Background: an optimization exercise with open tools, aiming at small area and a short achievable clock period. Do not read the settings as production practice.
At most, simulation tests tie the RTL to the original design; equivalence was not proved.
Power and IR drop assume default switching activity.

## P
==> flow/design.v <==
module bp_dec4 (
   input  logic [3:0]  a_i,
   output logic [15:0] y_o
);
   always_comb for (int i = 0; i < 16; i++) y_o[i] = (a_i == 4'(i));
endmodule
module bp_eq2 (
   input  logic [1:0] a_i,
   input  logic [1:0] b_i,
   output logic       y_o
);
   assign y_o = (a_i == b_i);
endmodule
module bp_nand3 (
   input  logic a_i, b_i, c_i,
   output logic y_o
);
   assign y_o = !(a_i && b_i && c_i);
endmodule
module bp_nand2 (
   input  logic a_i, b_i,
   output logic y_o
);
   assign y_o = !(a_i && b_i);
endmodule
module bp_nor3 (
   input  logic a_i, b_i, c_i,
   output logic y_o
);
   assign y_o = !(a_i || b_i || c_i);
endmodule
module bp_nor2 (
   input  logic a_i, b_i,
   output logic y_o
);
   assign y_o = !(a_i || b_i);
endmodule
module bp_nand4 (
   input  logic a_i, b_i, c_i, d_i,
   output logic y_o
);
   assign y_o = !(a_i && b_i && c_i && d_i);
endmodule
module bp_tag_hit_n (
   input  logic        en_i,
   input  logic [25:0] tag_i,
   input  logic [25:0] pc_tag_i,
   output logic        hit_n_o
);
   logic [12:0] eq2;         
   logic [4:0]  ne;          
   logic        eq_a, eq_b;
   for (genvar i = 0; i < 13; i++) begin : g_eq2
      bp_eq2 u_eq2 (.a_i(tag_i[2*i +: 2]), .b_i(pc_tag_i[2*i +: 2]), .y_o(eq2[i]));
   end
   bp_nand3 u_ne0 (.a_i(eq2[0]),  .b_i(eq2[1]),  .c_i(eq2[2]), .y_o(ne[0]));
   bp_nand3 u_ne1 (.a_i(eq2[3]),  .b_i(eq2[4]),  .c_i(eq2[5]), .y_o(ne[1]));
   bp_nand3 u_ne2 (.a_i(eq2[6]),  .b_i(eq2[7]),  .c_i(eq2[8]), .y_o(ne[2]));
   bp_nand2 u_ne3 (.a_i(eq2[9]),  .b_i(eq2[10]),               .y_o(ne[3]));
   bp_nand2 u_ne4 (.a_i(eq2[11]), .b_i(eq2[12]),               .y_o(ne[4]));
   bp_nor3  u_eqa (.a_i(ne[0]), .b_i(ne[1]), .c_i(ne[2]), .y_o(eq_a));
   bp_nor2  u_eqb (.a_i(ne[3]), .b_i(ne[4]),              .y_o(eq_b));
   bp_nand3 u_hit (.a_i(eq_a), .b_i(eq_b), .c_i(en_i), .y_o(hit_n_o));
endmodule
module bp_sel16_part (
   input  logic [15:0] d_i,
   input  logic [15:0] sel_i,
   output logic [3:0]  part_o
);
   always_comb for (int i = 0; i < 4; i++) part_o[i] = |(d_i[4*i +: 4] & sel_i[4*i +: 4]);
endmodule
module bp_mux16 (
   input  logic [15:0] d_i,
   input  logic [3:0]  sel_i,
   output logic        y_o
);
   assign y_o = d_i[sel_i];
endmodule
module bp_sel16 (
   input  logic [15:0] d_i,
   input  logic [15:0] sel_i,
   output logic        y_o
);
   assign y_o = |(d_i & sel_i);
endmodule
module bp_out8 (
   input  logic [3:0] hit_part_i,
   input  logic [3:0] bht_part_i,
   input  logic       row_valid_i,
   input  logic [7:0] target_i,
   input  logic [7:0] pc_plus4_i,
   output logic [7:0] y_o
);
   assign y_o = ((|hit_part_i) && (|bht_part_i) && row_valid_i) ? target_i : pc_plus4_i;
endmodule
module branch_predictor (
   input  logic        clk_i,
   input  logic        rst_i,
   input  logic [31:0] curr_pc_i,
   output logic        pred_taken_o,
   output logic [31:0] pred_target_o,
   output logic        btb_hit_o,
   input  logic        res_valid_i,
   input  logic [31:0] res_pc_i,
   input  logic [31:0] res_target_i,
   input  logic        res_taken_i,
   input  logic        res_mispredict_i,
   output logic [31:0] mispred_cnt_o
);
   logic [15:0][15:0] bht_hi_q, bht_lo_q;    
   logic [15:0]       bht_row_valid_q;
   logic [15:0]       btb_valid_q;
   logic [15:0][25:0] btb_tag_q;
   logic [15:0][31:0] btb_target_q;
   logic [3:0]        ghr_q;
   logic [31:0]       cnt_q;
   logic [3:0]        lk_idx;
   logic [15:0]       lk_dec, lk_col_dec, entry_hit_n;
   logic [3:0]        hit_part, bht_part;
   logic [15:0][15:0] bht_hi_t;              
   logic [15:0]       bht_row;               
   logic              row_valid;
   logic [31:0]       pc_plus4, btb_target_sel;
   assign lk_idx = curr_pc_i[5:2];
   bp_dec4 u_lk_dec  (.a_i(lk_idx),                  .y_o(lk_dec));
   bp_dec4 u_col_dec (.a_i(curr_pc_i[5:2] ^ ghr_q),  .y_o(lk_col_dec));
   for (genvar e = 0; e < 16; e++) begin : g_lk_btb
      bp_tag_hit_n u_hit (
         .en_i    (btb_valid_q[e] && lk_dec[e]),
         .tag_i   (btb_tag_q[e]),
         .pc_tag_i(curr_pc_i[31:6]),
         .hit_n_o (entry_hit_n[e])
      );
   end
   for (genvar i = 0; i < 4; i++) begin : g_hit_part
      bp_nand4 u_part (
         .a_i(entry_hit_n[4*i]),   .b_i(entry_hit_n[4*i+1]),
         .c_i(entry_hit_n[4*i+2]), .d_i(entry_hit_n[4*i+3]),
         .y_o(hit_part[i])
      );
   end
   assign btb_hit_o = |hit_part;
   for (genvar c = 0; c < 16; c++) begin : g_lk_col
      for (genvar r = 0; r < 16; r++) begin : g_t
         assign bht_hi_t[c][r] = bht_hi_q[r][c];
      end
      bp_mux16 u_row (.d_i(bht_hi_t[c]), .sel_i(curr_pc_i[9:6]), .y_o(bht_row[c]));
   end
   bp_mux16 u_row_valid (.d_i(bht_row_valid_q), .sel_i(curr_pc_i[9:6]), .y_o(row_valid));
   bp_sel16_part u_col (.d_i(bht_row), .sel_i(lk_col_dec), .part_o(bht_part));
   assign pc_plus4     = curr_pc_i + 32'd4;
   assign pred_taken_o = (|hit_part) && (|bht_part) && row_valid;
   for (genvar g = 0; g < 4; g++) begin : g_out
      bp_out8 u_out (
         .hit_part_i (hit_part),
         .bht_part_i (bht_part),
         .row_valid_i(row_valid),
         .target_i   (btb_target_sel[8*g +: 8]),
         .pc_plus4_i (pc_plus4[8*g +: 8]),
         .y_o        (pred_target_o[8*g +: 8])
      );
   end
   assign btb_target_sel = btb_target_q[lk_idx];
   assign mispred_cnt_o = cnt_q;
   logic [3:0]  up_row, up_col;
   logic        old_hi, old_lo, new_hi, new_lo;
   logic [15:0] col_hit, col_d_hi, col_d_lo;
   assign up_row = res_pc_i[9:6];
   assign up_col = res_pc_i[5:2] ^ ghr_q;
   assign old_hi = bht_row_valid_q[up_row] ?  bht_hi_q[up_row][up_col] : 1'b0;
   assign old_lo = bht_row_valid_q[up_row] ?  bht_lo_q[up_row][up_col] : 1'b1;
   assign new_hi = (old_hi & old_lo) | (res_taken_i & (old_hi | old_lo));
   assign new_lo = (old_hi & ~old_lo) | (res_taken_i & (old_hi | ~old_lo));
   always_comb begin
      for (int c = 0; c < 16; c++) begin
         col_hit[c]  = (up_col == 4'(c));
         col_d_hi[c] = col_hit[c] & new_hi;
         col_d_lo[c] = ~col_hit[c] | new_lo;
      end
   end
   for (genvar r = 0; r < 16; r++) begin : g_bht_row
      logic row_we;
      assign row_we = res_valid_i && (up_row == 4'(r));
      always_ff @(posedge clk_i or posedge rst_i) begin
         if (rst_i) bht_row_valid_q[r] <= 1'b0;
         else if (row_we) bht_row_valid_q[r] <= 1'b1;
      end
      for (genvar c = 0; c < 16; c++) begin : g_bht_col
         always_ff @(posedge clk_i) begin
            if (row_we && (col_hit[c] || !bht_row_valid_q[r])) begin
               bht_hi_q[r][c] <= col_d_hi[c];
               bht_lo_q[r][c] <= col_d_lo[c];
            end
         end
      end
   end
   logic [3:0] up_btb;
   assign up_btb = res_pc_i[5:2];
   for (genvar e = 0; e < 16; e++) begin : g_btb
      logic we;
      assign we = res_valid_i && res_taken_i && (up_btb == 4'(e));
      always_ff @(posedge clk_i or posedge rst_i) begin
         if (rst_i) btb_valid_q[e] <= 1'b0;
         else if (we) btb_valid_q[e] <= 1'b1;
      end
      always_ff @(posedge clk_i) begin
         if (we) begin
            btb_tag_q[e]    <= res_pc_i[31:6];
            btb_target_q[e] <= res_target_i;
         end
      end
   end
   always_ff @(posedge clk_i or posedge rst_i) begin
      if (rst_i) begin
         ghr_q <= '0;
         cnt_q <= '0;
      end else if (res_valid_i) begin
         ghr_q <= {ghr_q[2:0], res_taken_i};
         if (res_mispredict_i) cnt_q <= cnt_q + 32'd1;
      end
   end
endmodule
module bpu_top (
   input  logic        clk_i,
   input  logic        rst_i,
   input  logic [31:0] curr_pc_i,
   output logic        pred_taken_o,
   output logic [31:0] pred_target_o,
   output logic        btb_hit_o,
   input  logic        res_valid_i,
   input  logic [31:0] res_pc_i,
   input  logic [31:0] res_target_i,
   input  logic        res_taken_i,
   input  logic        res_mispredict_i,
   output logic [31:0] mispred_cnt_o
);
   branch_predictor u_bp (.*);
endmodule
==> flow/config.mk <==
export PLATFORM = sky130hd
export DESIGN_NAME = bpu_top
export DESIGN_NICKNAME = bpu_top
export VERILOG_FILES = /design/flow/design.v
export SDC_FILE = /design/flow/constraint.sdc
export NUM_CORES = 4
export LEC_CHECK = 0
export CAP_MARGIN = 20
export CORE_MARGIN = 2
export CORE_UTILIZATION = 40
export CTS_CLUSTER_DIAMETER = 60
export CTS_CLUSTER_SIZE = 40
export SETUP_SLACK_MARGIN = 2.5
export SLEW_MARGIN = 20
export SYNTH_HIERARCHICAL = 1
==> flow/constraint.sdc <==
create_clock -name core_clock -period 7.0 [get_ports {clk_i}]
set_input_delay 1.4000 -clock core_clock [delete_from_list [all_inputs] [get_ports {clk_i}]]
set_output_delay 1.4000 -clock core_clock [all_outputs]
set_load 0.01 [all_outputs]
standard.sh (not shown) runs the stock make flow with config.mk's settings and CLKGATE_MAP_FILE= SYNTH_SCRIPT=/design/flow/synth_recipe.tcl, a recipe that flattens the netlist after the stock synthesis.
==> flow/flow/run.sh <==
#!/bin/bash
# Standard layout (the standard.sh: ORFS from synthesis to the final layout), with
# clock tree synthesis told not to add dummy balancing loads to the clock tree.
set -euo pipefail
cd "$(dirname "$0")/.."
bash standard.sh \
   CTS_ARGS="-sink_clustering_enable -repair_clock_nets -dont_use_dummy_load -sink_clustering_size 40 -sink_clustering_max_diameter 60" \
   finish > flow_make.log 2>&1
### P -> Q
--- a/flow/design.v
+++ b/flow/design.v
@@ -82,17 +82,29 @@
    output logic        y_o
 );
    assign y_o = |(d_i & sel_i);
 endmodule
-module bp_out8 (
+module bp_out4 (
    input  logic [3:0] hit_part_i,
    input  logic [3:0] bht_part_i,
    input  logic       row_valid_i,
-   input  logic [7:0] target_i,
-   input  logic [7:0] pc_plus4_i,
-   output logic [7:0] y_o
-);
-   assign y_o = ((|hit_part_i) && (|bht_part_i) && row_valid_i) ? target_i : pc_plus4_i;
+   input  logic [3:0] target_n_i,
+   input  logic [3:0] pc_plus4_n_i,
+   output logic [3:0] y_o
+);
+   logic taken;
+   assign taken = (|hit_part_i) && (|bht_part_i) && row_valid_i;
+   for (genvar i = 0; i < 4; i++) begin : g_bit
+      bp_mux2i u_mux (.s_i(taken), .a0_i(pc_plus4_n_i[i]), .a1_i(target_n_i[i]), .y_o(y_o[i]));
+   end
+endmodule
+module bp_mux2i (
+   input  logic s_i,
+   input  logic a0_i,
+   input  logic a1_i,
+   output logic y_o
+);
+   assign y_o = !(s_i ? a1_i : a0_i);
 endmodule
 module branch_predictor (
    input  logic        clk_i,
    input  logic        rst_i,
@@ -149,16 +161,16 @@
    bp_mux16 u_row_valid (.d_i(bht_row_valid_q), .sel_i(curr_pc_i[9:6]), .y_o(row_valid));
    bp_sel16_part u_col (.d_i(bht_row), .sel_i(lk_col_dec), .part_o(bht_part));
    assign pc_plus4     = curr_pc_i + 32'd4;
    assign pred_taken_o = (|hit_part) && (|bht_part) && row_valid;
-   for (genvar g = 0; g < 4; g++) begin : g_out
-      bp_out8 u_out (
-         .hit_part_i (hit_part),
-         .bht_part_i (bht_part),
-         .row_valid_i(row_valid),
-         .target_i   (btb_target_sel[8*g +: 8]),
-         .pc_plus4_i (pc_plus4[8*g +: 8]),
-         .y_o        (pred_target_o[8*g +: 8])
+   for (genvar g = 0; g < 8; g++) begin : g_out
+      bp_out4 u_out (
+         .hit_part_i  (hit_part),
+         .bht_part_i  (bht_part),
+         .row_valid_i (row_valid),
+         .target_n_i  (~btb_target_sel[4*g +: 4]),
+         .pc_plus4_n_i(~pc_plus4[4*g +: 4]),
+         .y_o         (pred_target_o[4*g +: 4])
       );
    end
    assign btb_target_sel = btb_target_q[lk_idx];
    assign mispred_cnt_o = cnt_q;
Notes after the runs:
Looking at Q and P, the worst hold slack is a wash. Power of Q exceeds that of P slightly. Q ended up with a lower sequential share of layout area than P did. P → Q: final instance area up 0.0013 mm2; half-perimeter wire length of the detailed placement result went up about 3.3%; clock group share of total power rose 0.4 points; wire length climbed 2.4%; proportion of synthesized chip area in sequential cells lower. Between Q and P, it is Q whose wire length on met2 is higher, by 1.1%. Compared with P, in Q post-CTS repair timing setup buffer count increased 1; synthesized cell count increased 304. Summary: with P as the reference, net switching component of the power in Q moved up slightly.
Only the layout flow was run in P; the RTL was not checked for function there.

static timing again, ports no longer ideal:
The flow's constraints put no driver on any port. The routed layouts listed below were extracted and timed again, unchanged, in two steps. Step 1 (the two cells are an assumption about what drives the block):
set clk [get_ports {clk_i}]
set_driving_cell -lib_cell sky130_fd_sc_hd__clkbuf_16 $clk
set_driving_cell -lib_cell sky130_fd_sc_hd__buf_2 [delete_from_list [all_inputs] $clk]
Step 2 moves the port delays by t, midway between the first and last clock arrival at a register: inputs arrive t later, outputs are due t later. That takes back most of the time a late clock gives input paths. a / b / c = no drivers / after step 1 / after step 2; a / b = the first two.
run | t (ns) | slack for setup (ns) | worst data-port slew with drivers (ns) | pins driven straight from the clock port
P | 0.790 | 1.243 / 1.158 / 1.158 | 0.16 | 1
Q | 0.793 | 1.469 / 1.229 / 1.229 | 0.25 | 1
After both steps every run listed still meets setup and hold. The setup slack of Q, which loses most, moves by -0.240 ns with the drivers and by -0.240 ns with both steps.
